This is an optimization exercise on Yosys and OpenROAD, whose aim is a short achievable clock period and few clock cycles, not a production implementation.
The RTL was checked by simulation tests, not by an equivalence proof against the original design.
Power figures rest on the tool's default switching activity, not on a simulated workload.

==> design/flow/design.v <==
`default_nettype none
package cpuPkg;
	localparam int DATA_WIDTH = 32;
	localparam int REG_ADDR_WIDTH = 5;
endpackage
`default_nettype wire
`timescale 1ns/1ps
`default_nettype none
module alu (
	input logic [31:0] a,
	input logic [31:0] b,
	input logic [4:0] sh,
	input logic sub,
	input logic selAdd,
	input logic selAnd,
	input logic selOr,
	input logic selXor,
	input logic selSlt,
	input logic selSltu,
	input logic selSll,
	input logic selSrl,
	input logic selSra,
	output logic [31:0] result
);
	logic [32:0] sum;
	logic slt, sltu;
	logic signed [32:0] rIn;
	logic [32:0] rOut;
	logic [31:0] lOut;
	assign sum = {1'b0, a} + {1'b0, b ^ {32{sub}}} + {32'd0, sub};
	assign sltu = ~sum[32];
	assign slt = (a[31] ^ b[31]) ? a[31] : sum[31];
	assign rIn = {selSra & b[31], b};
	assign rOut = rIn >>> sh;
	assign lOut = b << sh;
	assign result = ({32{selAdd}} & sum[31:0]) |
		({32{selAnd}} & (a & b)) |
		({32{selOr}} & (a | b)) |
		({32{selXor}} & (a ^ b)) |
		{31'd0, (selSlt & slt) | (selSltu & sltu)} |
		({32{selSll}} & lOut) |
		({32{selSrl | selSra}} & rOut[31:0]);
endmodule
`default_nettype wire
`timescale 1ns/1ps
`default_nettype none
module regFile (
	input logic clk,
	input logic [4:0] raddr1,
	input logic [4:0] raddr2,
	input logic wen,
	input logic [4:0] waddr,
	input logic [31:0] wdata,
	output logic [31:0] rdata1,
	output logic [31:0] rdata2
);
	logic [31:0] regs [1:31];
	always_ff @(posedge clk) begin
		if (wen && waddr != 5'd0)
			regs[waddr] <= wdata;
	end
	assign rdata1 = (raddr1 == 5'd0) ? 32'd0 : regs[raddr1];
	assign rdata2 = (raddr2 == 5'd0) ? 32'd0 : regs[raddr2];
endmodule
`default_nettype wire
`timescale 1ns/1ps
`default_nettype none
module instDecode (
	input logic [31:0] ins,
	output logic usesA,
	output logic usesB,
	output logic wr,
	output logic [4:0] dst,
	output logic isLw,
	output logic isSw,
	output logic isBr,
	output logic isBne,
	output logic isJr,
	output logic isJal,
	output logic sub,
	output logic selAdd,
	output logic selAnd,
	output logic selOr,
	output logic selXor,
	output logic selSlt,
	output logic selSltu,
	output logic selSll,
	output logic selSrl,
	output logic selSra,
	output logic shv,
	output logic aPc,
	output logic aZero,
	output logic bImm,
	output logic bZext,
	output logic bLui,
	output logic bEight
);
	logic [5:0] op, fn;
	logic nz;
	assign op = ins[31:26];
	assign fn = ins[5:0];
	assign nz = (ins != 32'd0);
	always_comb begin
		usesA = 1'b0;
		usesB = 1'b0;
		wr = 1'b0;
		dst = ins[20:16];
		isLw = 1'b0;
		isSw = 1'b0;
		isBr = 1'b0;
		isBne = 1'b0;
		isJr = 1'b0;
		isJal = 1'b0;
		sub = 1'b0;
		selAdd = 1'b0;
		selAnd = 1'b0;
		selOr = 1'b0;
		selXor = 1'b0;
		selSlt = 1'b0;
		selSltu = 1'b0;
		selSll = 1'b0;
		selSrl = 1'b0;
		selSra = 1'b0;
		shv = 1'b0;
		aPc = 1'b0;
		aZero = 1'b0;
		bImm = 1'b0;
		bZext = 1'b0;
		bLui = 1'b0;
		bEight = 1'b0;
		case (op)
			6'h00: begin
				dst = ins[15:11];
				case (fn)
					6'h00: begin wr = nz; usesB = 1'b1; selSll = 1'b1; end
					6'h02: begin wr = 1'b1; usesB = 1'b1; selSrl = 1'b1; end
					6'h03: begin wr = 1'b1; usesB = 1'b1; selSra = 1'b1; end
					6'h04: begin wr = 1'b1; usesA = 1'b1; usesB = 1'b1; shv = 1'b1; selSll = 1'b1; end
					6'h06: begin wr = 1'b1; usesA = 1'b1; usesB = 1'b1; shv = 1'b1; selSrl = 1'b1; end
					6'h07: begin wr = 1'b1; usesA = 1'b1; usesB = 1'b1; shv = 1'b1; selSra = 1'b1; end
					6'h08: begin usesA = 1'b1; isJr = 1'b1; end
					6'h20: begin wr = 1'b1; usesA = 1'b1; usesB = 1'b1; selAdd = 1'b1; end
					6'h22: begin wr = 1'b1; usesA = 1'b1; usesB = 1'b1; selAdd = 1'b1; sub = 1'b1; end
					6'h24: begin wr = 1'b1; usesA = 1'b1; usesB = 1'b1; selAnd = 1'b1; end
					6'h25: begin wr = 1'b1; usesA = 1'b1; usesB = 1'b1; selOr = 1'b1; end
					6'h26: begin wr = 1'b1; usesA = 1'b1; usesB = 1'b1; selXor = 1'b1; end
					6'h2a: begin wr = 1'b1; usesA = 1'b1; usesB = 1'b1; selSlt = 1'b1; sub = 1'b1; end
					6'h2b: begin wr = 1'b1; usesA = 1'b1; usesB = 1'b1; selSltu = 1'b1; sub = 1'b1; end
					default: ;
				endcase
			end
			6'h03: begin
				wr = 1'b1;
				dst = 5'd31;
				isJal = 1'b1;
				aPc = 1'b1;
				bEight = 1'b1;
				selAdd = 1'b1;
			end
			6'h04: begin isBr = 1'b1; usesA = 1'b1; usesB = 1'b1; end
			6'h05: begin isBr = 1'b1; isBne = 1'b1; usesA = 1'b1; usesB = 1'b1; end
			6'h09: begin wr = 1'b1; usesA = 1'b1; bImm = 1'b1; selAdd = 1'b1; end
			6'h0a: begin wr = 1'b1; usesA = 1'b1; bImm = 1'b1; selSlt = 1'b1; sub = 1'b1; end
			6'h0b: begin wr = 1'b1; usesA = 1'b1; bImm = 1'b1; selSltu = 1'b1; sub = 1'b1; end
			6'h0c: begin wr = 1'b1; usesA = 1'b1; bImm = 1'b1; bZext = 1'b1; selAnd = 1'b1; end
			6'h0d: begin wr = 1'b1; usesA = 1'b1; bImm = 1'b1; bZext = 1'b1; selOr = 1'b1; end
			6'h0e: begin wr = 1'b1; usesA = 1'b1; bImm = 1'b1; bZext = 1'b1; selXor = 1'b1; end
			6'h0f: begin wr = 1'b1; aZero = 1'b1; bLui = 1'b1; selAdd = 1'b1; end
			6'h23: begin wr = 1'b1; usesA = 1'b1; isLw = 1'b1; end
			6'h2b: begin usesA = 1'b1; usesB = 1'b1; isSw = 1'b1; end
			default: ;
		endcase
	end
endmodule
`default_nettype wire
`timescale 1ns/1ps
`default_nettype none
import cpuPkg::*;
module mipsCpu (
	input logic clk,
	input logic rst,
	output logic [DATA_WIDTH-1:0] pc,
	output logic instReqValid,
	input logic instReqReady,
	input logic [DATA_WIDTH-1:0] instruction,
	input logic instValid,
	output logic instReady,
	output logic [DATA_WIDTH-1:0] address,
	output logic memWrite,
	output logic memRead,
	output logic [DATA_WIDTH-1:0] writeData,
	input logic memReqReady,
	input logic [DATA_WIDTH-1:0] readData,
	input logic readDataValid,
	output logic readDataReady,
	output logic rfWen,
	output logic [REG_ADDR_WIDTH-1:0] rfWaddr,
	output logic [DATA_WIDTH-1:0] rfWdata,
	output logic [DATA_WIDTH-1:0] retirePc
);
	logic [31:0] fpc, rpc, lastLink;
	logic [3:0] btbV;
	logic [29:0] btbTag [4];
	logic [29:0] btbTgt [4];
	logic [1:0] btbRr;
	logic [29:0] rqPc [4];
	logic [3:0] rqBtb;
	logic [1:0] rqHead, rqTail;
	logic q0Btb, q1Btb, q2Btb;
	logic reqV;
	logic [2:0] outst, drop;
	logic q0V, q1V, q2V;
	logic [31:0] q0Ins, q1Ins, q2Ins, q0Pc4, q1Pc4, q2Pc4, q0Pt, q1Pt, q2Pt;
	logic eV, eUsesA, eUsesB, eWr, eIsLw, eIsSw, eIsJr;
	logic eSub, eSelAdd, eSelAnd, eSelOr, eSelXor, eSelSlt, eSelSltu, eSelSll, eSelSrl, eSelSra, eShv;
	logic [4:0] eRs, eRt, eRd, eShamt;
	logic [31:0] eOpA, eOpB, eImm, eAltTgt, eNpc;
	logic eMisEq, eMisNe;
	logic byA, waitA, byB, waitB;
	logic [1:0] posA, posB;
	logic mV, mIsLw, wV, wIsLw, rV, rIsLw, rOk;
	logic [4:0] mRd, wRd, rRd;
	logic [31:0] mRes, wRes, rRes, mNpc, wNpc, rNpc;
	logic mq0Rd, mq0Wr, mq1Rd, mq1Wr;
	logic [31:0] mq0Addr, mq0Data, mq1Addr, mq1Data;
	logic [31:0] ldq [4];
	logic [1:0] ldqHead, ldqTail;
	logic [2:0] ldqCnt;
	logic ldqEmpty;
	assign ldqEmpty = (ldqCnt == 3'd0);
	logic [31:0] ldqData;
	assign ldqData = ldq[ldqHead];
	assign pc = fpc;
	assign instReqValid = reqV;
	assign instReady = 1'b1;
	assign readDataReady = 1'b1;
	assign memRead = mq0Rd;
	assign memWrite = mq0Wr;
	assign address = mq0Addr;
	assign writeData = mq0Data;
	assign rfWen = rOk;
	assign rfWaddr = rRd;
	assign rfWdata = rRes;
	assign retirePc = rNpc;
	logic stallR, stallE, advE;
	assign stallR = rV & ~rOk;
	assign stallE = eV & (waitA | waitB | ((eIsLw | eIsSw) & (mq1Rd | mq1Wr)));
	assign advE = ~stallR & ~stallE;
	logic dUsesA, dUsesB, dWr, dIsLw, dIsSw, dIsBr, dIsBne, dIsJr, dIsJal;
	logic dSub, dSelAdd, dSelAnd, dSelOr, dSelXor, dSelSlt, dSelSltu, dSelSll, dSelSrl, dSelSra, dShv;
	logic dAPc, dAZero, dBImm, dBZext, dBLui, dBEight;
	logic [4:0] dDst, dRs, dRt;
	logic [31:0] rfA, rfB, dRsVal, dRtVal, dOpA, dOpB, dSext, dPc4, dBtgt, dJtgt;
	logic dPredT, dOffNz;
	assign dOffNz = (q0Ins[15:0] != 16'd0);
	instDecode instDecode_i (
		.ins(q0Ins), .usesA(dUsesA), .usesB(dUsesB), .wr(dWr), .dst(dDst), .isLw(dIsLw),
		.isSw(dIsSw), .isBr(dIsBr), .isBne(dIsBne), .isJr(dIsJr), .isJal(dIsJal), .sub(dSub),
		.selAdd(dSelAdd), .selAnd(dSelAnd), .selOr(dSelOr), .selXor(dSelXor), .selSlt(dSelSlt),
		.selSltu(dSelSltu), .selSll(dSelSll), .selSrl(dSelSrl), .selSra(dSelSra), .shv(dShv),
		.aPc(dAPc), .aZero(dAZero), .bImm(dBImm), .bZext(dBZext), .bLui(dBLui), .bEight(dBEight)
	);
	assign dRs = q0Ins[25:21];
	assign dRt = q0Ins[20:16];
	regFile regFile_i (
		.clk(clk), .raddr1(dRs), .raddr2(dRt), .wen(rV & ~stallR), .waddr(rRd), .wdata(rRes),
		.rdata1(rfA), .rdata2(rfB)
	);
	logic dANz, dAHitE, dAHitM, dAHitW, dAHitR, dALate, dABy, dAWait;
	logic [1:0] dAPos;
	logic [31:0] dACap;
	assign dANz = dUsesA & (dRs != 5'd0);
	assign dAHitE = dANz & eV & eWr & (eRd == dRs);
	assign dAHitM = dANz & mV & (mRd == dRs);
	assign dAHitW = dANz & wV & (wRd == dRs);
	assign dAHitR = dANz & rV & (rRd == dRs);
	assign dACap = dAHitM ? mRes : dAHitW ? (wIsLw ? ldqData : wRes) : dAHitR ? rRes : rfA;
	assign dALate = ~dAHitM & dAHitW & wIsLw & ldqEmpty;
	assign dABy = dAHitE & ~eIsLw;
	assign dAWait = (dAHitE & eIsLw) | (~dAHitE & dAHitM & mIsLw) |
		(~dAHitE & dALate & ~readDataValid);
	assign dAPos = dAHitE ? 2'd0 : dAHitM ? 2'd1 : 2'd2;
	logic dBNz, dBHitE, dBHitM, dBHitW, dBHitR, dBLate, dBBy, dBWait;
	logic [1:0] dBPos;
	logic [31:0] dBCap;
	assign dBNz = dUsesB & (dRt != 5'd0);
	assign dBHitE = dBNz & eV & eWr & (eRd == dRt);
	assign dBHitM = dBNz & mV & (mRd == dRt);
	assign dBHitW = dBNz & wV & (wRd == dRt);
	assign dBHitR = dBNz & rV & (rRd == dRt);
	assign dBCap = dBHitM ? mRes : dBHitW ? (wIsLw ? ldqData : wRes) : dBHitR ? rRes : rfB;
	assign dBLate = ~dBHitM & dBHitW & wIsLw & ldqEmpty;
	assign dBBy = dBHitE & ~eIsLw;
	assign dBWait = (dBHitE & eIsLw) | (~dBHitE & dBHitM & mIsLw) |
		(~dBHitE & dBLate & ~readDataValid);
	assign dBPos = dBHitE ? 2'd0 : dBHitM ? 2'd1 : 2'd2;
	assign dSext = {{16{q0Ins[15]}}, q0Ins[15:0]};
	assign dOpA = dALate ? readData : dAPc ? q0Pc4 : dAZero ? 32'd0 : dACap;
	assign dOpB = dBLate ? readData : dBEight ? 32'd4 : dIsJr ? q0Pt : dBLui ? {q0Ins[15:0], 16'd0} :
		dBImm ? (dBZext ? {16'd0, q0Ins[15:0]} : dSext) : dBCap;
	assign dPc4 = q0Pc4;
	assign dBtgt = dPc4 + {dSext[29:0], 2'b00};
	assign dJtgt = {dPc4[31:28], q0Ins[25:0], 2'b00};
	assign dPredT = dIsBr & dOffNz & (q0Ins[15] | (dIsBne ^ (dRs == dRt)));
	logic [31:0] aFwd, bFwd, aluRes, agu;
	logic [4:0] shAmt;
	logic taken, mispredict, redirE;
	logic [31:0] tgtE;
	assign aFwd = byA ? mRes : eOpA;
	assign bFwd = byB ? mRes : eOpB;
	assign shAmt = eShv ? aFwd[4:0] : eShamt;
	alu alu_i (
		.a(aFwd), .b(bFwd), .sh(shAmt), .sub(eSub), .selAdd(eSelAdd), .selAnd(eSelAnd),
		.selOr(eSelOr), .selXor(eSelXor), .selSlt(eSelSlt), .selSltu(eSelSltu),
		.selSll(eSelSll), .selSrl(eSelSrl), .selSra(eSelSra), .result(aluRes)
	);
	assign agu = aFwd + eImm;
	assign taken = (aFwd == bFwd);
	assign mispredict = eV & (taken ? eMisEq : eMisNe);
	assign redirE = advE & mispredict;
	assign tgtE = eIsJr ? aFwd : eAltTgt;
	logic pushM;
	assign pushM = eV & advE & (eIsLw | eIsSw);
	logic reqAcc, inLive, inIsJ, inIsJr, inIsJal, redirD, inQ, deq;
	logic [31:0] rpc4, tgtI;
	logic [2:0] outstN;
	assign reqAcc = reqV & instReqReady;
	assign inLive = instValid & (drop == 3'd0);
	assign inIsJ = (instruction[31:27] == 5'b00001);  
	assign inIsJal = (instruction[31:26] == 6'h03);
	assign inIsJr = (instruction[31:26] == 6'h00) & (instruction[5:0] == 6'h08);
	logic inBtb;
	assign rpc = {rqPc[rqHead], 2'b00};
	assign inBtb = rqBtb[rqHead];
	assign rpc4 = rpc + 32'd4;
	logic [3:0] btbHitV;
	logic btbHit;
	logic [29:0] btbT;
	always_comb begin
		btbT = 30'd0;
		for (int i = 0; i < 4; i++) begin
			btbHitV[i] = btbV[i] & (btbTag[i] == fpc[31:2]);
			btbT = btbT | ({30{btbHitV[i]}} & btbTgt[i]);
		end
	end
	assign btbHit = |btbHitV;
	assign tgtI = inIsJr ? lastLink : {rpc4[31:28], instruction[25:0], 2'b00};
	logic redirI0, redirED;
	logic [2:0] dropI;
	logic dBtbBad;
	assign dBtbBad = q0Btb & ~dPredT & (q0Ins[31:27] != 5'b00001) & ~dIsJr;
	assign redirD = q0V & dBtbBad & advE;
	assign redirED = redirE | redirD;
	logic btbFill;
	assign btbFill = q0V & dPredT & ~q0Btb & advE;
	logic [31:0] seqN, baseN, lowN, edN, fpcN, jTgtI;
	logic inJ, inJr;
	assign seqN = btbHit ? {btbT, 2'b00} : fpc + 32'd4;
	assign baseN = reqAcc ? seqN : fpc;
	assign jTgtI = {rpc4[31:28], instruction[25:0], 2'b00};
	assign inJ = inLive & inIsJ;
	assign inJr = inLive & inIsJr;
	assign lowN = inJ ? jTgtI : inJr ? lastLink : inBr ? inBtgt : baseN;
	assign edN = redirE ? tgtE : (dBtbBad ? dPc4 : dBtgt);
	assign fpcN = redirED ? edN : lowN;
	assign inQ = inLive;
	logic inIsBr, inPredT, inBr;
	logic [31:0] inBtgt;
	assign inIsBr = (instruction[31:27] == 5'b00010);
	assign inPredT = inIsBr & (instruction[15:0] != 16'd0) &
		(instruction[15] | (instruction[26] ^ (instruction[25:21] == instruction[20:16])));
	assign inBtgt = rpc4 + {{14{instruction[15]}}, instruction[15:0], 2'b00};
	assign inBr = inLive & inPredT & ~inBtb;
	assign redirI0 = inLive & (inIsJ | inIsJr) | inBr;
	assign deq = q0V & advE;
	assign outstN = outst + {2'b0, reqAcc} - {2'b0, instValid};
	assign dropI = redirI0 ? outstN : (drop - {2'b0, instValid & (drop != 3'd0)});
	logic a0V, a1V, a2V;
	logic [31:0] a0Ins, a1Ins, a2Ins, a0Pc, a1Pc, a2Pc, a0Pt, a1Pt, a2Pt;
	logic a0Btb, a1Btb, a2Btb;
	logic [31:0] dPcm;
	assign dPcm = q0Pc4 - 32'd4;
	logic n0V, n1V, n2V;
	always_comb begin
		if (deq) begin
			{a0V, a0Ins, a0Pc, a0Pt, a0Btb} = {q1V, q1Ins, q1Pc4, q1Pt, q1Btb};
			{a1V, a1Ins, a1Pc, a1Pt, a1Btb} = {q2V, q2Ins, q2Pc4, q2Pt, q2Btb};
			{a2V, a2Ins, a2Pc, a2Pt, a2Btb} = {1'b0, q2Ins, q2Pc4, q2Pt, q2Btb};
		end else begin
			{a0V, a0Ins, a0Pc, a0Pt, a0Btb} = {q0V, q0Ins, q0Pc4, q0Pt, q0Btb};
			{a1V, a1Ins, a1Pc, a1Pt, a1Btb} = {q1V, q1Ins, q1Pc4, q1Pt, q1Btb};
			{a2V, a2Ins, a2Pc, a2Pt, a2Btb} = {q2V, q2Ins, q2Pc4, q2Pt, q2Btb};
		end
		n0V = a0V | inQ;
		n1V = a1V | (a0V & inQ);
		n2V = a2V | (a1V & inQ);
	end
	logic [2:0] qCnt, live, total;
	logic reqOkI, reqOkN;
	assign qCnt = {2'b0, q0V} + {2'b0, q1V} + {2'b0, q2V};
	assign live = outst - drop;
	assign total = qCnt + live;
	assign reqOkI = deq ? (qCnt <= 3'd2) : (qCnt <= 3'd1);
	always_comb begin
		case ({reqAcc, deq})
			2'b10: reqOkN = (total <= 3'd1);
			2'b01: reqOkN = (total <= 3'd3);
			default: reqOkN = (total <= 3'd2);
		endcase
	end
	always_ff @(posedge clk) begin
		if (rst) begin
			fpc <= 32'd0;
			rqHead <= 2'd0;
			rqTail <= 2'd0;
			btbV <= 4'd0;
			btbRr <= 2'd0;
			lastLink <= 32'd0;
			reqV <= 1'b1;
			outst <= 3'd0;
			drop <= 3'd0;
			q0V <= 1'b0;
			q1V <= 1'b0;
			q2V <= 1'b0;
		end else begin
			fpc <= fpcN;
			if (reqAcc) begin
				rqBtb[rqTail] <= btbHit;
				rqTail <= rqTail + 2'd1;
			end
			if (instValid)
				rqHead <= rqHead + 2'd1;
			if (btbFill) begin
				btbV[btbRr] <= 1'b1;
				btbRr <= btbRr + 2'd1;
			end
			if (inLive & inIsJal)  
				lastLink <= rpc4 + 32'd4;
			outst <= outstN;
			drop <= redirED ? outstN : dropI;
			reqV <= redirED | (redirI0 ? reqOkI : reqOkN);
			q0V <= n0V & ~redirED;
			q1V <= n1V & ~redirED;
			q2V <= n2V & ~redirED;
		end
		{q0Ins, q0Pc4, q0Pt, q0Btb} <= a0V ? {a0Ins, a0Pc, a0Pt, a0Btb} : {instruction, rpc4, lastLink, inBtb};
		{q1Ins, q1Pc4, q1Pt, q1Btb} <= a1V ? {a1Ins, a1Pc, a1Pt, a1Btb} : {instruction, rpc4, lastLink, inBtb};
		{q2Ins, q2Pc4, q2Pt, q2Btb} <= a2V ? {a2Ins, a2Pc, a2Pt, a2Btb} : {instruction, rpc4, lastLink, inBtb};
		if (reqAcc)
			rqPc[rqTail] <= fpc[31:2];
		if (btbFill) begin
			btbTag[btbRr] <= dPcm[31:2];
			btbTgt[btbRr] <= dBtgt[31:2];
		end
	end
	always_ff @(posedge clk) begin
		if (rst) begin
			eV <= 1'b0;
			eMisEq <= 1'b0;
			eMisNe <= 1'b0;
			waitA <= 1'b0;
			waitB <= 1'b0;
		end else begin
			if (advE) begin
				eV <= q0V & ~redirE;
				eMisEq <= dIsBr & (dIsBne ? dPredT : (~dPredT & dOffNz));
				eMisNe <= dIsJr | (dIsBr & (dIsBne ? (~dPredT & dOffNz) : dPredT));
				byA <= dABy;
				waitA <= dAWait;
				posA <= dAPos;
				byB <= dBBy;
				waitB <= dBWait;
				posB <= dBPos;
			end else begin
				if (stallR) begin
					if (waitA & posA == 2'd2 & readDataValid) begin
						eOpA <= readData;
						waitA <= 1'b0;
					end
				end else if (byA) begin
					eOpA <= mRes;
					byA <= 1'b0;
				end else if (waitA) begin
					case (posA)
						2'd0: posA <= 2'd1;
						2'd1: begin
							if (!ldqEmpty) begin
								eOpA <= ldqData;
								waitA <= 1'b0;
							end else if (readDataValid) begin
								eOpA <= readData;
								waitA <= 1'b0;
							end else
								posA <= 2'd2;
						end
						default: begin
							eOpA <= rRes;
							waitA <= 1'b0;
						end
					endcase
				end
				if (stallR) begin
					if (waitB & posB == 2'd2 & readDataValid) begin
						eOpB <= readData;
						waitB <= 1'b0;
					end
				end else if (byB) begin
					eOpB <= mRes;
					byB <= 1'b0;
				end else if (waitB) begin
					case (posB)
						2'd0: posB <= 2'd1;
						2'd1: begin
							if (!ldqEmpty) begin
								eOpB <= ldqData;
								waitB <= 1'b0;
							end else if (readDataValid) begin
								eOpB <= readData;
								waitB <= 1'b0;
							end else
								posB <= 2'd2;
						end
						default: begin
							eOpB <= rRes;
							waitB <= 1'b0;
						end
					endcase
				end
			end
		end
		if (advE) begin
			eUsesA <= dUsesA;
			eUsesB <= dUsesB;
			eWr <= dWr;
			eIsLw <= dIsLw;
			eIsSw <= dIsSw;
			eIsJr <= dIsJr;
			eAltTgt <= dPredT ? dPc4 : dBtgt;
			eSub <= dSub;
			eSelAdd <= dSelAdd;
			eSelAnd <= dSelAnd;
			eSelOr <= dSelOr;
			eSelXor <= dSelXor;
			eSelSlt <= dSelSlt;
			eSelSltu <= dSelSltu;
			eSelSll <= dSelSll;
			eSelSrl <= dSelSrl;
			eSelSra <= dSelSra;
			eShv <= dShv;
			eRs <= dRs;
			eRt <= dRt;
			eRd <= dDst;
			eShamt <= q0Ins[10:6];
			eOpA <= dOpA;
			eOpB <= dOpB;
			eImm <= dSext;
			eNpc <= dIsJal ? dJtgt : dPc4;
		end
	end
	logic popM;
	assign popM = (mq0Rd | mq0Wr) & memReqReady;
	always_ff @(posedge clk) begin
		if (rst) begin
			mq0Rd <= 1'b0;
			mq0Wr <= 1'b0;
			mq1Rd <= 1'b0;
			mq1Wr <= 1'b0;
		end else begin
			if (popM) begin
				if (mq1Rd | mq1Wr) begin
					{mq0Rd, mq0Wr, mq0Addr, mq0Data} <= {mq1Rd, mq1Wr, mq1Addr, mq1Data};
				end else begin
					{mq0Rd, mq0Wr} <= {pushM & eIsLw, pushM & eIsSw};
					{mq0Addr, mq0Data} <= {agu[31:2], 2'b00, bFwd};
				end
				mq1Rd <= 1'b0;
				mq1Wr <= 1'b0;
			end else if (mq0Rd | mq0Wr) begin
				if (~(mq1Rd | mq1Wr)) begin
					{mq1Rd, mq1Wr} <= {pushM & eIsLw, pushM & eIsSw};
					{mq1Addr, mq1Data} <= {agu[31:2], 2'b00, bFwd};
				end
			end else begin
				{mq0Rd, mq0Wr} <= {pushM & eIsLw, pushM & eIsSw};
				{mq0Addr, mq0Data} <= {agu[31:2], 2'b00, bFwd};
			end
		end
	end
	logic wLoad, ldqPop, ldqPush;
	assign wLoad = wV & wIsLw;
	assign ldqPop = ~stallR & wLoad & ~ldqEmpty;
	assign ldqPush = readDataValid & ~stallR & ~(wLoad & ldqEmpty);
	always_ff @(posedge clk) begin
		if (rst) begin
			mV <= 1'b0;
			wV <= 1'b0;
			rV <= 1'b0;
			rOk <= 1'b0;
			ldqHead <= 2'd0;
			ldqTail <= 2'd0;
			ldqCnt <= 3'd0;
		end else begin
			if (!stallR) begin
				mV <= eV & advE & eWr;
				wV <= mV;
				rV <= wV;
				rOk <= wV & (~wIsLw | ~ldqEmpty | readDataValid);
			end else if (readDataValid)
				rOk <= 1'b1;
			if (ldqPush)
				ldqTail <= ldqTail + 2'd1;
			if (ldqPop)
				ldqHead <= ldqHead + 2'd1;
			ldqCnt <= ldqCnt + {2'b0, ldqPush} - {2'b0, ldqPop};
		end
		if (ldqPush)
			ldq[ldqTail] <= readData;
		if (!stallR) begin
			mRd <= eRd;
			mIsLw <= eIsLw;
			mRes <= aluRes;
			mNpc <= eNpc;
			wRd <= mRd;
			wIsLw <= mIsLw;
			wRes <= mRes;
			wNpc <= mNpc;
			rRd <= wRd;
			rIsLw <= wIsLw;
			rNpc <= wNpc;
			rRes <= ~wIsLw ? wRes : ~ldqEmpty ? ldqData : readData;
		end else if (readDataValid)
			rRes <= readData;
	end
endmodule
`default_nettype wire
==> design/flow/flow/run.sh <==
#!/bin/bash
set -euo pipefail
bash standard.sh SETUP_SLACK_MARGIN=8 finish > make_finish.log 2>&1
==> design/flow/standard.sh <==
#!/bin/bash
# synth_recipe.tcl (not shown) runs the flow's synth.tcl, then flattens the netlist and writes it again
# the make line also repeats each setting of config.mk as NAME=value (left out here)
make -C /OpenROAD-flow-scripts/flow DESIGN_CONFIG=/design/flow/config.mk WORK_HOME=/design/flow/orfs CLKGATE_MAP_FILE= SYNTH_SCRIPT=/design/flow/synth_recipe.tcl "${@:-finish}"
==> design/flow/config.mk <==
export PLATFORM = sky130hd
export DESIGN_NAME = mipsCpu
export DESIGN_NICKNAME = mipsCpu
export VERILOG_FILES = /design/flow/design.v
export SDC_FILE = /design/flow/constraint.sdc
export NUM_CORES = 4
export LEC_CHECK = 0
export CAP_MARGIN = 20
export CORE_MARGIN = 2
export CORE_UTILIZATION = 40
export PLACE_DENSITY = 0.45
export SLEW_MARGIN = 20
==> design/flow/constraint.sdc <==
create_clock -name core_clock -period 11.0 [get_ports {clk}]
set_input_delay 2.2000 -clock core_clock [delete_from_list [all_inputs] [get_ports {clk}]]
set_output_delay 2.2000 -clock core_clock [all_outputs]
set_load 0.01 [all_outputs]
==> impl_results.md, run 1 <==
* Status: complete, no violations
* Crit. End Element: register
* Register bit total from synthesis at 2376
* EDFF count, synth at 2260
* Crit-path slowest cell: or4b_4
* Synth Area in Compound Gates at 0.1060
* Maxcap violations at 0
* HPWL Detailed at 327900 um
* Worst-path maximum fanout at 4
* Fmax achieved at 223.4 MHz
* RSZ-0062 raised after global routing: true
* H-tree Lvls at 5
* Arr. time, crit path at 5.28 ns
* Fraction of registers with async set/reset at 0
* Post-Synth Adder-Cell Area at 0.02454
* Synthesized area at 0.1187 mm2
* Largest cells by area after synthesis: edfxtp_1 57%, mux4_2 12%, ha_1 2.3%
* VDD IR max at 0.1267 mV
* Synth top cells by count: 2260 x edfxtp_1, 718 x nand2_1, 638 x mux4_2
* Hold_buf cts at 0
* Vias at 91060
* Crit path max-delay family: simple AND/OR/NAND/NOR gates
* Clock slew at reported path FFs at 0.06 ns
* WL final at 573300 um
* Netlist cell types at 105
* P&R area growth vs syn at 33.45%
* DRT antenna net count at 0
* Clock power share at 0.319
* Routability cong. at 0.9552
* Sw Pwr at 9.441 mW
* Fin crit period at 4.477 ns
* Fin. Hold Viols at 0
* Drc violations at 0
* Slowest stage delay, CP at 0.55 ns
* Pwr/cell area at 183.6 mW/mm2
* Slew headroom at 0.1767
* Initial antenna violation count at 77
* Clock buffer depth at 4
* Final nets at 10220
* Setup Skew at 0.05858 ns
* Synthesized area per cell at 13.96 um2
* Min-delay worst type: register to register
* Synth Area in Simple Gates at 0.06817
* Crit start category: input pin
* DRT iter0 DRCs at 12210
* Sw frac at 0.3246
* Layout cells sized above 1 at 0.3844
* Clk sinks at 2376
* Initial core utilization at 0.4010
* XOR/XNOR Fraction of Synth Area at 0.03097
* I/O Buffers at 236
* Most Frequent Cell on Critical Path: buf_6
* CP Cell Sequence: buf_8 > or4b_4 > or4_4 > buf_4 > buf_6 > buf_6 > nor2_4 > nand4_1 > buf_6 > o22ai_1 > nor2_1 > a211oi_2 > a2111oi_4 > a32o_1
* IO Count at 241
* Final period utilization at 0.4070
* Clock latency on the worst-skew pair at 0.93 ns
* Top cell type's share of synthesized area at 0.5717
* Final setup fails at 0
* Req. time, crit path at 11.80 ns
* CTS tree: done
* Largest family of logic cells by synthesized area: multiplexers
* Worst-Margin Slew at 1.235 ns
* Synth warn at 3
* Die W at 548.8 um
* Clock buffer count from CTS at 283
* Static leakage power at 56.91 nW
* Cell Rows at 200
* Biggest area consumer among synthesized cells: edfxtp_1
* Gate power share at 0.294
* Ys flop type: edfxtp_1
* Core Area at 0.2960 mm2
* Vias in the first global route at 86540
* Internal power at 19.65 mW
* Mapped Cells at 8505
* DIE HEIGHT at 548.8 um
* Final core occ at 0.5352
* WS Path Type: input pin to register
* Register area share after synthesis at 0.5912
* Pre-Repair DR Iteration Count at 7
* First-pass GRT wire length at 754800 um
* Count leader, synth: edfxtp_1
* Die Area at 0.3012 mm2
* CP bufs+invs at 5
* Max-slew violations at 0
* Remaining global-route overflow at 0
* Seq pwr share at 0.387
* DR WL/cell at 40.60 um
* Setup TNS at 0 ns
* GRT Util Overall at 0.3679
* Vias per cell at 6.450
* Pin count of the biggest net entering global routing at 81
* Root Buffer: clkbuf_16
* Mux cell area share after synthesis at 0.1539
path summary, 6_finish.rpt:
kind / from / slack, ns / depth (start not counted) / endpoint
max: instValid / 6.52 / 14 / fpc[11]
min: mNpc[15] / 0.41 / 0 / wNpc[15]
min reg2reg: mNpc[15] / 0.41 / 0 / wNpc[15]
max reg2reg: register / 6.55 / 20 / fpc[31]
power groups by stage:
stage / logic [mW] / clock network (mW) / registers, mW
after floorplan: 2.87 / 0 / 11.4
after global placement: 5.59 / 0 / 11.5
after detailed placement: 5.61 / 0 / 11.5
after CTS: 7.79 / 9.40 / 11.3
after global routing: 8.79 / 9.73 / 11.3
final: 8.55 / 9.28 / 11.3
layout make-up:
type | instances | area (um2)
Multi-Input combinational cell | 5371 | 53650
Tap cell | 3939 | 4928
Sequential cell | 2376 | 70310
Fill cell | 24700 | 137600
Timing Repair inverter | 2 | 32.53
Timing Repair Buffer | 1705 | 19630
Clock inverter | 138 | 1383
Antenna cell | 42 | 105.1
Clock buffer | 368 | 7546
Inverter | 178 | 844.6
kinds of logic after synthesis:
group	count (synthesis)
xor gates and xnor gates	416
adders and majority gates	228
buffers and inverters	776
muxes	1012
and+or+nand+nor	1779
other	2
DFF	2376
AOI/OAI and AO/OA	1916
repair_timing:
| item | 4_1_cts | 5_1_grt |
|---|---|---|
| resized for setup | 2597 | 522 |
| endpoints found under the hold margin | 0 | 0 |
| pin swaps | 348 | 368 |
| cloned | 106 | 32 |
| setup endpoints to repair | 2405 | 1126 |
| buffers inserted | 812 | 216 |
registers in the layout, summed over array words and instances (netlist names), 120 cells and up, named ones only:
register / cells
regFile_i.regs: 992
btbTag: 120
btbTgt: 120
rqPc: 120
ldq: 128
placed cells by master, fill, tap and decap left out, types with 72 or more instances in the layout:
cell type,synthesis,layout
clkbuf_16,0,309
nor2_1,478,388
buf_2,16,96
clkbuf_1,458,75
buf_4,6,872
nand3_1,114,94
nor2_4,2,72
inv_1,174,117
ha_4,0,81
mux4_2,638,639
a21oi_1,468,367
nand2_1,718,651
a21oi_2,0,81
buf_16,0,76
ha_1,220,129
xnor2_1,298,241
buf_12,1,204
o21ai_1,8,91
o211ai_1,91,91
mux2i_1,256,213
buf_6,1,286
mux2_2,117,83
edfxtp_1,2260,2260
a22o_1,148,147
o21ai_0,485,329
per-stage QoR:
stage               setup slack (ns)  total power [mW]  cells  instance area [um2]  hold WS, ns
floorplan                      6.044             14.31   8507               119300       0.4003
detailed placement             3.769             17.10  12410               127100       0.4045
global route                   6.475             29.82  14100               158400       0.4181
global placement               3.891             17.07  12400               127100       0.4022
CTS                            6.588             28.45  13830               153600       0.4093
finish                         6.523             29.09  14120               158400       0.4120
per-layer routing:
layer  share of wire  GRT usage  vias up
li1                -          -    36630
met1            0.40     0.4943    47570
met2            0.44     0.5517     5439
met3            0.10    0.09171     1378
met4           0.063     0.1905       44
met5          0.0013   0.008547        -
Testbench counts, summed over its fixed seeds: cycles 11,369.
==> run 2, diff against run 1 <==
--- a/design/flow/design.v
+++ b/design/flow/design.v
@@ -351,3 +351,3 @@
 	assign dBtbBad = q0Btb & ~dPredT & (q0Ins[31:27] != 5'b00001) & ~dIsJr;
-	assign redirD = q0V & dBtbBad & advE;
+	assign redirD = q0V & ((dPredT & ~q0Btb) | dBtbBad) & advE;
 	assign redirED = redirE | redirD;
@@ -362,3 +362,3 @@
 	assign inJr = inLive & inIsJr;
-	assign lowN = inJ ? jTgtI : inJr ? lastLink : inBr ? inBtgt : baseN;
+	assign lowN = inJ ? jTgtI : inJr ? lastLink : baseN;
 	assign edN = redirE ? tgtE : (dBtbBad ? dPc4 : dBtgt);
@@ -366,10 +366,3 @@
 	assign inQ = inLive;
-	logic inIsBr, inPredT, inBr;
-	logic [31:0] inBtgt;
-	assign inIsBr = (instruction[31:27] == 5'b00010);
-	assign inPredT = inIsBr & (instruction[15:0] != 16'd0) &
-		(instruction[15] | (instruction[26] ^ (instruction[25:21] == instruction[20:16])));
-	assign inBtgt = rpc4 + {{14{instruction[15]}}, instruction[15:0], 2'b00};
-	assign inBr = inLive & inPredT & ~inBtb;
-	assign redirI0 = inLive & (inIsJ | inIsJr) | inBr;
+	assign redirI0 = inLive & (inIsJ | inIsJr);
 	assign deq = q0V & advE;
==> run 2 against run 1 <==
  * Critical path depth grew 3
  * Clock power down 1%
  * Fmax rose by 4.3%
  * Via count shrank 0.66%
  * Setup slack better by 0.18 ns
  * Synthesized cell count is 2.6% lower
  * Worst hold slack worse by 0.0064 ns
  * Clock skew is 0.0027 ns lower
  * Sequential share of layout area hardly changed
  * Combinational power increased by 3.2%
  * Final cell count fell by 1.8%
==> impl_results.md, run 2 <==
* Hold slack at 0.4056 ns (-0.006417 ns)
* Vias at 90460 (-0.66%)
* Clock buffer depth at 4 (unchanged)
* Commonest cells after routing, fill and taps aside: 2260 x edfxtp_1, 819 x buf_4, 639 x mux4_2
* Fin. Hold Viols at 0 (unchanged)
* Synth Area in Compound Gates at 0.1009 (-0.005132)
* Ys flop type: edfxtp_1
* Largest family of logic cells by synthesized area: multiplexers
* Area occupied by multi-input gates at 0.05355 mm2 (-0.18%)
* Cell Rows at 198 (-1.0%)
* WS Path Type: register to register
* VDD IR max at 0.1426 mV (+12%)
* Setup Skew at 0.05583 ns (-0.002750 ns)
* Req. time, crit path at 11.65 ns (-0.15 ns)
* Min-delay worst type: register to register
* Slowest stage delay, CP at 0.43 ns (-0.12 ns)
* Layout cells sized above 1 at 0.4076 (+0.02316)
* Fill count at 23980 (-2.9%)
* CTS tree: done
* Fin crit period at 4.293 ns (-0.1837 ns)
* Netlist cell types at 97 (-7.6%)
* Status: complete, no violations
* XOR/XNOR Fraction of Synth Area at 0.02865 (-0.002322)
* Drc violations at 0 (unchanged)
* Fmax achieved at 232.9 MHz (+4.3%)
* Post-placement worst setup slack at 4.966 ns (+1.197 ns)
* H-tree Lvls at 5 (unchanged)
* Synthesized area per cell at 14.17 um2 (+1.5%)
* Synthesized area at 0.1174 mm2 (-1.1%)
* Synth Area in Simple Gates at 0.06579 (-0.002377)
* Register area share after synthesis at 0.5980 (+0.006750)
* DR WL/cell at 40.99 um (+0.94%)
* Final setup fails at 0 (unchanged)
* Pwr/cell area at 185.2 mW/mm2 (+0.89%)
* Clock slew at reported path FFs at 0.06 ns (about the same)
* WL final at 568300 um (-0.87%)
* Number of flip-flops in the largest register at 992 (unchanged)
* DRT antenna net count at 0 (unchanged)
* Largest cells by area after synthesis: edfxtp_1 58%, mux4_2 12%, mux2i_1 2.3%
* Die Area at 0.2978 mm2 (-1.1%)
* Static leakage power at 56.43 nW (-0.83%)
* EDFF count, synth at 2260 (unchanged)
* Total chip power at 29.32 mW (+0.78%)
* Clk sinks at 2376 (unchanged)
* Synth top cells by count: 2260 x edfxtp_1, 669 x nand2_1, 636 x mux4_2
* Worst-Margin Slew at 1.351 ns (+0.1161 ns)
* Crit path max-delay family: compound AO/OA/AOI/OAI gates
* Hold_buf cts at 0 (unchanged)
* Arr. time, crit path at 4.95 ns (-0.33 ns)
* Top reg by flops: regFile_i.regs
* HPWL Detailed at 319500 um (-2.6%)
* Initial antenna violation count at 82 (+6.5%)
* Initial core utilization at 0.4029 (+0.001862)
* Worst-path maximum fanout at 5 (+1)
* Remaining global-route overflow at 0 (unchanged)
* Clock latency on the worst-skew pair at 0.95 ns (+0.02 ns)
* Crit. End Element: register
* Commonest non-fill, non-tap cell in the layout: edfxtp_1
* Routability cong. at 0.9623 (+0.74%)
* Top Registers: regFile_i.regs (992), ldq (128)
* Vias in the first global route at 85430 (-1.3%)
* Final nets at 9975 (-2.3%)
* RSZ-0062 raised after global routing: true
* Maxcap violations at 0 (unchanged)
* Core Area at 0.2913 mm2 (-1.6%)
* Vias per cell at 6.524 (+1.2%)
* CP bufs+invs at 3 (-2)
* Placed cell count at 12120 (-2.3%)
* IO Count at 241 (unchanged)
* Biggest area consumer among synthesized cells: edfxtp_1
* Top cell type's share of synthesized area at 0.5782 (+0.006526)
* First-pass GRT wire length at 752500 um (-0.31%)
* Reg area at 0.07030 mm2 (about the same)
* Post-Synth Adder-Cell Area at 0.02102 (-0.003515)
* Die W at 545.7 um (-0.56%)
* Crit start category: register
* Mapped Cells at 8284 (-2.6%)
* Fraction of registers with async set/reset at 0 (unchanged)
* Root Buffer: clkbuf_16
* CP Cell Sequence: buf_6 > buf_12 > mux2i_4 > or3_4 > and2_4 > fa_2 > a21o_1 > a21o_1 > a211oi_4 > o31ai_4 > a32oi_4 > buf_12 > or4_4 > a21oi_4 > a221oi_4 > nor4b_1 > or3_1
* Count leader, synth: edfxtp_1
* P&R area growth vs syn at 34.83%
* Setup TNS at 0 ns (unchanged)
* Pre-Repair DR Iteration Count at 9 (+2)
* Final worst slack at 6.707 ns (+0.1837 ns)
* Synth warn at 3 (unchanged)
* Pin count of the biggest net entering global routing at 119 (+47%)
* Final period utilization at 0.3903 (-0.01670)
* Crit-path slowest cell: edfxtp_1
* Max-slew violations at 0 (unchanged)
* DIE HEIGHT at 545.7 um (-0.56%)
* I/O Buffers at 236 (unchanged)
* Register bit total from synthesis at 2376 (unchanged)
* Slew headroom at 0.09934 (-0.07738)
* Mux cell area share after synthesis at 0.1606 (+0.006682)
* DRT iter0 DRCs at 13090 (+7.2%)
* Clock buffer count from CTS at 281 (-0.71%)
* GRT Util Overall at 0.3690 (+0.001088)
* Cell Count, Final, Fillers Out at 13870 (-1.8%)
-- run 2: changes by cell type after synthesis, sizes merged, moves of 40 or more --
cell    change
xnor2      -76
o211ai     -51
o21ai      -50
nand2      -49
xor2       +44
a22oi      +40
mux2       +40
-- run 2: path summary, 6_finish.rpt --
path | start | endpoint | slack, ns | cells past startpoint
setup reg to reg | byB | mRes[30] | 6.71 | 17
hold reg to reg | mNpc[30] | wNpc[30] | 0.41 | 0
setup / recovery | byB | mRes[30] | 6.71 | 17
hold / removal | mNpc[30] | wNpc[30] | 0.41 | 0
-- run 2: worst register-to-register path, delay by kind of cell (launching register included) --
family	cells	cell delay, ns
compound gates	7	1.44
simple gates	5	1.09
flops	1	0.43
buf+inv	3	0.47
fa+ha+maj	1	0.41
mux	1	0.20
-- run 2: layout make-up --
type / instances / share of cell area
Antenna cell: 36 / 0.0005692
Clock buffer: 370 / 0.04765
Sequential cell: 2376 / 0.4442
Multi-Input combinational cell: 5182 / 0.3384
Tap cell: 3900 / 0.03083
Timing Repair inverter: 3 / 0.0001897
Clock inverter: 131 / 0.007439
Timing Repair Buffer: 1694 / 0.1257
Inverter: 174 / 0.004981
-- run 2: where the power goes --
group | internal (mW) | total, mW | switching, mW
combinational | 3.54 | 8.82 | 5.28
sequential | 11.0 | 11.3 | 0.373
clock | 5.16 | 9.16 | 4.00
-- run 2: cells by family (layout without fill, tap and decap cells) --
| logic type | count (synthesis) | after routing |
|---|---|---|
| AND/OR/NAND/NOR | 1708 | 1747 |
| flip-flops | 2376 | 2376 |
| other | 2 | 40 |
| XOR/XNOR | 384 | 384 |
| adder cells (fa/ha/maj) | 193 | 193 |
| buffers and inverters | 768 | 2372 |
| multiplexers | 1064 | 1064 |
| AO/OA/AOI/OAI | 1789 | 1790 |
-- run 2: per-stage QoR --
step / instance area, um2 / utilization
floorplan: 119900 / -
global placement: 126900 / 0.4357
detailed placement: 127000 / 0.4359
CTS: 153100 / 0.5256
global route: 158200 / 0.5430
finish: 158300 / 0.5432
-- run 2: what timing repair did --
action	CTS	global route
cloned	141	16
hold endpoints to repair	0	0
setup buffers	796	258
gates resized for setup	2339	567
pin swaps	292	330
setup endpoints to repair	2667	1034
-- run 2: layer usage --
metal / vias to the layer above / global-route usage / wire (um)
li1: 35920 / - / -
met1: 47500 / 0.4971 / 223100
met2: 5586 / 0.5551 / 248900
met3: 1407 / 0.1062 / 63250
met4: 50 / 0.1610 / 32380
met5: - / 0 / 664
Testbench counts of run 2, summed over its fixed seeds: cycles 11,614.
==> run 3, diff against run 2 <==
--- a/design/flow/design.v
+++ b/design/flow/design.v
@@ -200,3 +200,3 @@
 );
-	logic [31:0] fpc, rpc, lastLink;
+	logic [31:0] fpc, lastLink;
 	logic [3:0] btbV;
@@ -205,3 +205,3 @@
 	logic [1:0] btbRr;
-	logic [29:0] rqPc [4];
+	logic [29:0] rqPc4 [4];  
 	logic [3:0] rqBtb;
@@ -332,5 +332,4 @@
 	logic inBtb;
-	assign rpc = {rqPc[rqHead], 2'b00};
 	assign inBtb = rqBtb[rqHead];
-	assign rpc4 = rpc + 32'd4;
+	assign rpc4 = {rqPc4[rqHead], 2'b00};
 	logic [3:0] btbHitV;
@@ -351,3 +350,3 @@
 	assign dBtbBad = q0Btb & ~dPredT & (q0Ins[31:27] != 5'b00001) & ~dIsJr;
-	assign redirD = q0V & ((dPredT & ~q0Btb) | dBtbBad) & advE;
+	assign redirD = q0V & dBtbBad & advE;
 	assign redirED = redirE | redirD;
@@ -355,5 +354,6 @@
 	assign btbFill = q0V & dPredT & ~q0Btb & advE;
-	logic [31:0] seqN, baseN, lowN, edN, fpcN, jTgtI;
+	logic [31:0] fpc4, seqN, baseN, lowN, edN, fpcN, jTgtI;
 	logic inJ, inJr;
-	assign seqN = btbHit ? {btbT, 2'b00} : fpc + 32'd4;
+	assign fpc4 = fpc + 32'd4;
+	assign seqN = btbHit ? {btbT, 2'b00} : fpc4;
 	assign baseN = reqAcc ? seqN : fpc;
@@ -362,3 +362,7 @@
 	assign inJr = inLive & inIsJr;
-	assign lowN = inJ ? jTgtI : inJr ? lastLink : baseN;
+	logic [31:0] tgtIw;
+	logic inTake;
+	assign tgtIw = inIsJ ? jTgtI : inIsJr ? lastLink : inBtgt;
+	assign inTake = (inIsJ | inIsJr | (inPredT & ~inBtb)) & inLive;
+	assign lowN = inTake ? tgtIw : baseN;
 	assign edN = redirE ? tgtE : (dBtbBad ? dPc4 : dBtgt);
@@ -366,3 +370,10 @@
 	assign inQ = inLive;
-	assign redirI0 = inLive & (inIsJ | inIsJr);
+	logic inIsBr, inPredT, inBr;
+	logic [31:0] inBtgt;
+	assign inIsBr = (instruction[31:27] == 5'b00010);
+	assign inPredT = inIsBr & (instruction[15:0] != 16'd0) &
+		(instruction[15] | (instruction[26] ^ (instruction[25:21] == instruction[20:16])));
+	assign inBtgt = rpc4 + {{14{instruction[15]}}, instruction[15:0], 2'b00};
+	assign inBr = inLive & inPredT & ~inBtb;
+	assign redirI0 = inLive & (inIsJ | inIsJr) | inBr;
 	assign deq = q0V & advE;
@@ -442,3 +453,3 @@
 		if (reqAcc)
-			rqPc[rqTail] <= fpc[31:2];
+			rqPc4[rqTail] <= fpc4[31:2];
 		if (btbFill) begin
==> run 3 against run 2 <==
  * Register-to-register slack better by 0.07 ns
  * Sequential power about the same
  * Via count about the same
  * Fmax up 1.7%
  * Cell area up 0.21%
  * Largest power group unchanged
==> impl_results.md, run 3 <==
* Status: complete, no violations
* Commonest cells after routing, fill and taps aside: 2260 x edfxtp_1, 812 x buf_4, 683 x nand2_1
* Crit start category: register
* First-pass GRT wire length at 744300 um (-1.1%)
* Routability cong. at 0.9901 (+2.9%)
* Static leakage power at 56.66 nW (+0.41%)
* IO Count at 241 (unchanged)
* Pwr/cell area at 179.5 mW/mm2 (-3.1%)
* RSZ-0062 raised after global routing: true
* Drc violations at 0 (unchanged)
* DRT iter0 DRCs at 13740 (+4.9%)
* Final nets at 10080 (+1.1%)
* Root Buffer: clkbuf_16
* Worst R2R Start: byB
* P&R area growth vs syn at 33.98%
* DIE HEIGHT at 548.0 um (+0.42%)
* Final setup fails at 0 (unchanged)
* Clock slew at reported path FFs at 0.06 ns (about the same)
* WS Path Type: register to register
* Pin count of the biggest net entering global routing at 94 (-21%)
* R2R depth at 18 (+1)
* Biggest area consumer among synthesized cells: edfxtp_1
* Crit. End Element: register
* DR WL/cell at 40.38 um (-1.5%)
* Post-placement worst setup slack at 4.697 ns (-0.2683 ns)
* Fin. Hold Viols at 0 (unchanged)
* Clock latency on the worst-skew pair at 0.93 ns (-0.02 ns)
* Netlist cell types at 102 (+5.2%)
* HPWL Detailed at 327600 um (+2.5%)
* Synth warn at 3 (unchanged)
* WL final at 563600 um (-0.83%)
* Core Area at 0.2941 mm2 (+0.93%)
* Worst r2r dst: fpc[22]
* Register bit total from synthesis at 2376 (unchanged)
* Vias per cell at 6.485 (-0.61%)
* Ys flop type: edfxtp_1
* EDFF count, synth at 2260 (unchanged)
* Top Registers: regFile_i.regs (992), ldq (128)
* Cell Rows at 199 (+0.51%)
* I/O Buffers at 236 (unchanged)
* Worst-Margin Slew at 1.169 ns (-0.1819 ns)
* Die W at 548.0 um (+0.42%)
* Clock buffer count from CTS at 282 (+0.36%)
* Final period utilization at 0.3837 (-0.006598)
* Hold_sp: mNpc[8]
* Synthesized area per cell at 14.07 um2 (-0.73%)
* Vias at 90510 (+0.054%)
* Initial core utilization at 0.4025 (about the same)
* Number of flip-flops in the largest register at 992 (unchanged)
* Maxcap violations at 0 (unchanged)
* Clk sinks at 2376 (unchanged)
* Count leader, synth: edfxtp_1
* Flop2flop setup slack at 6.78 ns (+0.07 ns)
* Top cell type's share of synthesized area at 0.5733 (-0.004840)
* Pre-Repair DR Iteration Count at 9 (unchanged)
* Synthesized area at 0.1184 mm2 (+0.84%)
* Commonest non-fill, non-tap cell in the layout: edfxtp_1
* Die Area at 0.3003 mm2 (+0.84%)
* Initial antenna violation count at 60 (-27%)
* Min-delay worst type: register to register
* Layout cells sized above 1 at 0.3878 (-0.01972)
* Vias in the first global route at 84600 (-0.98%)
* Req. time, crit path at 11.84 ns (+0.19 ns)
* Max-slew violations at 0 (unchanged)
* GRT Util Overall at 0.3632 (-0.005791)
* VDD IR max at 0.1687 mV (+18%)
* Hold_buf cts at 0 (unchanged)
* CTS tree: done
* Remaining global-route overflow at 0 (unchanged)
* Slew headroom at 0.2150 (+0.1157)
* Worst-path maximum fanout at 7 (+2)
* Fin crit period at 4.220 ns (-0.07258 ns)
* Clock buffer depth at 4 (unchanged)
* Setup Skew at 0.05243 ns (-0.003398 ns)
* End of the worst hold path: wNpc[8]
* Register area share after synthesis at 0.5930 (-0.005006)
* Setup TNS at 0 ns (unchanged)
* Fmax achieved at 237.0 MHz (+1.7%)
* Final worst slack at 6.780 ns (+0.07258 ns)
* DRT antenna net count at 0 (unchanged)
* Worst hold path stage count at 0 (unchanged)
* Largest cells by area after synthesis: edfxtp_1 57%, mux4_2 12%, mux2i_1 3.3%
* Mapped Cells at 8415 (+1.6%)
* Fraction of registers with async set/reset at 0 (unchanged)
* H-tree Lvls at 5 (unchanged)
* Synth top cells by count: 2260 x edfxtp_1, 722 x nand2_1, 640 x mux4_2
* Arr. time, crit path at 5.06 ns (+0.11 ns)
* Top reg by flops: regFile_i.regs
==> run 3: logic make-up after synthesis <==
group,after synthesis,share of synthesized area
flip-flops,2376,0.5930
AO/OA/AOI/OAI,1814,0.1024
AND/OR/NAND/NOR,1797,0.06783
multiplexers,1047,0.1565
buffers and inverters,759,0.02685
XOR/XNOR,399,0.02952
adder cells (fa/ha/maj),221,0.02387
other,2,0.00006345
==> run 3: critical path, cell delays in order, from the launching register on <==
cell and delay (ns):
edfxtp_1 0.38, buf_6 0.15, buf_12 0.12, buf_16 0.17
buf_12 0.15, mux2i_4 0.28, ha_4 0.25, nor4_4 0.39
nand4_1 0.27, nor2_2 0.28, mux2_4 0.20, buf_4 0.11
buf_12 0.10, nand2_8 0.07, bufbuf_16 0.32, nand2_1 0.13
o22ai_1 0.09, nor3_1 0.47, a22o_1 0.21
==> run 3: repair_timing <==
action,4_1_cts,5_1_grt
pin swaps,345,288
setup buffers,732,282
gates resized for setup,2386,537
setup endpoints to repair,2629,1219
gates cloned,153,25
hold endpoints to repair,0,0
==> run 3: area by class of cell <==
| type | count | area (um2) |
|---|---|---|
| multi-input cells | 5307 | 53400 |
| clock inverters | 160 | 1504 |
| diodes | 27 | 67.56 |
| inverters | 152 | 664.4 |
| repair inverters | 4 | 32.53 |
| clock buffers | 344 | 7423 |
| fillers | 24340 | 135500 |
| well taps | 3919 | 4903 |
| repair buffers | 1669 | 20270 |
| flip-flops and latches | 2376 | 70340 |
==> run 3: through the flow <==
stage                     instance area [um2]  hold WS [ns]    util  instances  power, mW
after floorplan                        120700        0.4003       -       8417      14.40
after global placement                 127400        0.4008  0.4331      12230      17.00
after detailed placement               127400        0.4045  0.4332      12240      17.02
after CTS                              152800        0.4174  0.5198      13620      27.85
after global routing                   158500        0.4226  0.5392      13940      29.18
final                                  158600        0.4163  0.5393      13960      28.48
==> run 3: how the worst max path moves through the flow <==
stage / startpoint / to / slack (ns) / depth (start not counted)
after floorplan: rst / mq1Addr[0] / 6.41 / 4
after global placement: byB / fpc[17] / 4.77 / 15
after detailed placement: byB / fpc[17] / 4.70 / 15
after CTS: byB / mRes[30] / 6.98 / 17
after global routing: byB / fpc[20] / 6.78 / 16
final: byB / fpc[22] / 6.78 / 18
==> run 3: report_power, final <==
group,switching (mW),leakage [nW],internal [mW]
clock network,4.04,4.34,5.27
registers,0.401,23.1,10.9
logic,4.71,29.3,3.17
total,9.16,56.7,19.3
==> run 3: routing by layer <==
| layer | track usage | wire [um] |
|---|---|---|
| met5 | 0 | 122 |
| met4 | 0.1389 | 26030 |
| met1 | 0.5305 | 235600 |
| met3 | 0.08457 | 62340 |
| met2 | 0.5243 | 239500 |
Testbench counts of run 3, summed over its fixed seeds: cycles 11,369.
==> run 4, diff against run 3 <==
--- a/design/flow/design.v
+++ b/design/flow/design.v
@@ -317,3 +317,7 @@
 	assign agu = aFwd + eImm;
-	assign taken = (aFwd == bFwd);
+	logic eqOO, eqMO, eqOM;
+	assign eqOO = (eOpA == eOpB);
+	assign eqMO = (mRes == eOpB);
+	assign eqOM = (eOpA == mRes);
+	assign taken = byA ? (byB | eqMO) : (byB ? eqOM : eqOO);
 	assign mispredict = eV & (taken ? eMisEq : eMisNe);
==> run 4 against run 3 <==
  * Sequential share of layout area rose by 0.26 points
  * Area after synthesis rose by 1.2%
  * First-iteration DRC count fell by 7.5%
  * Cell area fell by 0.61%
  * Via count barely moved
  * Worst hold slack barely moved
  * Count of clock-buffer cells in the layout rose by 16
  * Largest power group unchanged
==> impl_results.md, run 4 <==
* Final period utilization at 0.3728 (-0.01087)
* Top reg by flops: regFile_i.regs
* Synthesized area at 0.1198 mm2 (+1.2%)
* Hold slack at 0.4159 ns (-0.0004330 ns)
* Worst R2R Start: byA
* Internal power at 19.54 mW (+1.2%)
* Register bit total from synthesis at 2376 (unchanged)
* GRT Util Overall at 0.3581 (-0.005135)
* Sw frac at 0.3186 (-0.002992)
* Synthesized area per cell at 14.07 um2 (about the same)
* Drc violations at 0 (unchanged)
* Design area at 0.1576 mm2 (-0.61%)
* Clock slew at reported path FFs at 0.06 ns (about the same)
* Fill count at 24710 (+1.5%)
* Pre-Repair DR Iteration Count at 10 (+1)
* Seq pwr share at 0.394 (-0.002)
* Layout cells sized above 1 at 0.3711 (-0.01671)
* Worst-Margin Slew at 1.335 ns (+0.1657 ns)
* Busiest grt layer: met2
* Biggest area consumer among synthesized cells: edfxtp_1
* Die Area at 0.3040 mm2 (+1.2%)
* Pwr/cell area at 182.0 mW/mm2 (+1.3%)
* Fmax achieved at 243.9 MHz (+2.9%)
* DRT iter0 DRCs at 12700 (-7.5%)
* Remaining global-route overflow at 0 (unchanged)
* Vias at 90470 (-0.051%)
* Pin count of the biggest net entering global routing at 94 (unchanged)
* R2R depth at 17 (-1)
* DRT antenna net count at 0 (unchanged)
* Initial core utilization at 0.4027 (about the same)
* Die W at 551.3 um (+0.61%)
* Ys flop type: edfxtp_1
* Crit. End Element: register
* Req. time, crit path at 11.61 ns (-0.23 ns)
* Slew headroom at 0.1062 (-0.1088)
* Vias in the first global route at 84970 (+0.45%)
* I/O Buffers at 236 (unchanged)
* Status: complete, no violations
* Static leakage power at 55.99 nW (-1.2%)
* Setup TNS at 0 ns (unchanged)
* Fraction of registers with async set/reset at 0 (unchanged)
* Fin crit period at 4.101 ns (-0.1196 ns)
* Number of flip-flops in the largest register at 992 (unchanged)
* Final nets at 10030 (-0.52%)
* Setup Skew at 0.08441 ns (+0.03197 ns)
* Routability cong. at 0.9446 (-4.6%)
* IO Count at 241 (unchanged)
* Clock latency on the worst-skew pair at 0.95 ns (+0.02 ns)
* H-tree Lvls at 5 (unchanged)
* Commonest cells after routing, fill and taps aside: 2260 x edfxtp_1, 702 x buf_4, 642 x mux4_2
* Maxcap violations at 0 (unchanged)
* Reg area at 0.07032 mm2 (about the same)
* Vias per cell at 6.498 (+0.21%)
* Arr. time, crit path at 4.71 ns (-0.35 ns)
* Met2 Use GR at 0.5284 (+0.004094)
* VDD IR max at 0.1717 mV (+1.8%)
* WS Path Type: register to register
* Crit start category: register
* Mapped Cells at 8515 (+1.2%)
* Met1 usage at 0.5038 (-0.02672)
* Gate power share at 0.280 (+0.003)
* Root Buffer: clkbuf_16
* First-pass GRT wire length at 740600 um (-0.50%)
* Largest cells by area after synthesis: edfxtp_1 57%, mux4_2 12%, mux2i_1 2.5%
* Count leader, synth: edfxtp_1
* Hold_buf cts at 0 (unchanged)
* Commonest non-fill, non-tap cell in the layout: edfxtp_1
* Register area share after synthesis at 0.5857 (-0.007207)
* Max-slew violations at 0 (unchanged)
* Flop2flop setup slack at 6.90 ns (+0.12 ns)
* Met3 Use GR at 0.08602 (+0.001452)
* Clk sinks at 2376 (unchanged)
* Sw Pwr at 9.137 mW (-0.21%)
* Clock buffer count from CTS at 281 (-0.35%)
* Top cell type's share of synthesized area at 0.5664 (-0.006969)
* CTS tree: done
* Worst r2r dst: mRes[29]
* Area occupied by multi-input gates at 0.05393 mm2 (+0.99%)
* Min-delay worst type: register to register
* Fin. Hold Viols at 0 (unchanged)
* Cell Rows at 200 (+0.50%)
* EDFF count, synth at 2260 (unchanged)
* Top Registers: regFile_i.regs (992), ldq (128)
* HPWL Detailed at 323700 um (-1.2%)
* Initial antenna violation count at 60 (unchanged)
* Clock power share at 0.326 (about the same)
* Crit path capture: mRes[29]
* P&R area growth vs syn at 31.55%
* Launch point of the worst path: byA
* Clock buffer depth at 4 (unchanged)
* DR WL/cell at 40.24 um (-0.34%)
* Synth warn at 3 (unchanged)
* DIE HEIGHT at 551.3 um (+0.61%)
* Core Area at 0.2975 mm2 (+1.2%)
* Netlist cell types at 115 (+13%)
* Synth top cells by count: 2260 x edfxtp_1, 664 x nand2_1, 642 x mux4_2
* Worst-path maximum fanout at 8 (+1)
* RSZ-0062 raised after global routing: true
* Final setup fails at 0 (unchanged)
* Cell area after placement at 0.1286 mm2 (+0.97%)
* WL final at 560200 um (-0.60%)
## run 4: cell count changes in the layout (fill, tap and decap cells not counted), moves of 40 or more
cell / previous run / this run
a22o_1: 168 / 212
buf_4: 812 / 702
mux2i_4: 150 / 78
o31ai_1: 4 / 46
buf_6: 243 / 291
a211oi_2: 81 / 41
nand2_1: 683 / 610
## run 4: through the flow
| step | util | std cells | setup WS (ns) | power (mW) |
|---|---|---|---|---|
| after CTS | 0.5154 | 13690 | 6.907 | 28.13 |
| final | 0.5298 | 13920 | 6.899 | 28.68 |
| after global placement | 0.4322 | 12350 | 5.093 | 17.17 |
| after detailed placement | 0.4323 | 12350 | 5.109 | 17.18 |
| after floorplan | - | 8517 | 6.503 | 14.58 |
| after global routing | 0.5296 | 13900 | 6.746 | 29.40 |
## run 4: per-layer routing
metal | vias to the layer above | share of wire
li1 | 36340 | -
met1 | 47540 | 0.41
met2 | 5400 | 0.43
met3 | 1140 | 0.10
met4 | 44 | 0.052
met5 | - | 0.0010
## run 4: power by group through the flow
stage               sequential (mW)  clock (mW)  combinational [mW]
floorplan                      11.4           0                3.16
global placement               11.5           0                5.62
detailed placement             11.6           0                5.63
CTS                            11.3        9.46                7.38
global route                   11.3        9.79                8.27
finish                         11.3        9.35                8.03
## run 4: how the worst min path moves through the flow
stage,start,end,slack (ns),cells past startpoint
floorplan,eNpc[10],mNpc[10],0.40,0
global placement,wNpc[22],rNpc[22],0.40,0
detailed placement,eNpc[12],mNpc[12],0.40,0
CTS,mNpc[21],wNpc[21],0.41,0
global route,wNpc[22],rNpc[22],0.42,0
finish,eNpc[25],mNpc[25],0.42,0
## run 4: cell families after synthesis
family,count (synthesis),synth area share
compound gates,1923,0.1075
mux,1036,0.1571
buf+inv,763,0.02732
fa+ha+maj,221,0.02358
flops,2376,0.5857
other cells,2,0.00006267
simple gates,1752,0.06644
xor+xnor,442,0.03231
## run 4: cell type report
class,instances,share of cell area
sequential,2376,0.4461
multi-input combinational,5401,0.3421
timing repair buffer,1538,0.1188
clock buffer,360,0.04735
tap,3939,0.03127
clock inverter,142,0.009716
inverter,140,0.004032
antenna,24,0.0003810
timing repair inverter,2,0.0002064
## run 4: worst max-delay path, stage by stage, from the launching register on
cell and delay [ns]:
edfxtp_1 0.44, buf_12 0.19, buf_8 0.13, nand2_1 0.10
a21boi_2 0.18, buf_6 0.18, clkinvlp_4 0.15, ha_4 0.26
a21o_1 0.16, a21o_1 0.22, a221oi_4 0.40, nand2_2 0.11
o211ai_2 0.23, o21ai_2 0.08, o31a_1 0.34, a21oi_2 0.19
mux2i_1 0.10, a211o_1 0.34
## run 4: timing repair
item	4_1_cts	5_1_grt
setup buffers	687	196
pin swaps	343	332
resized for setup	2327	534
cloned	151	12
endpoints found under the setup margin	2609	966
Testbench counts of run 4, summed over its fixed seeds: cycles 11,369.

## re-timing with driven ports
How much do the figures lean on ideal ports? The routed layouts below were timed once more, with nothing changed but the port constraints.
Step 1 (the two cells are an assumption about what drives the block):
set clk [get_ports {clk}]
set_driving_cell -lib_cell sky130_fd_sc_hd__clkbuf_16 $clk
set_driving_cell -lib_cell sky130_fd_sc_hd__buf_2 [delete_from_list [all_inputs] $clk]
Step 2 adds t to the input delays and takes it off the output delays; t is the mean of the earliest and latest rising clock arrival at the registers after step 1. Input paths then give back, and output paths get back, about the clock's delay inside the block.
a / b / c = ideal ports / drivers / drivers and shift; a / b = the first two.
run | t, ns | setup slack, ns | worst hold slack (ns) | worst setup path at the end | worst slew at a driven data input, ns
run 1 | 1.004 | 6.523 / 6.551 / 5.576 | 0.412 / 0.412 / 0.412 | input to register | 0.20
run 2 | 1.023 | 6.707 / 6.707 / 6.268 | 0.406 / 0.406 / 0.406 | input to register | 0.20
run 3 | 1.005 | 6.780 / 6.780 / 6.043 | 0.416 / 0.416 / 0.416 | input to register | 0.23
run 4 | 1.016 | 6.899 / 6.899 / 6.005 | 0.416 / 0.416 / 0.416 | input to register | 0.25
After both steps every run listed still meets setup and hold. The setup slack of run 1, which loses most, moves by +0.028 ns with the drivers and by -0.947 ns with both steps.
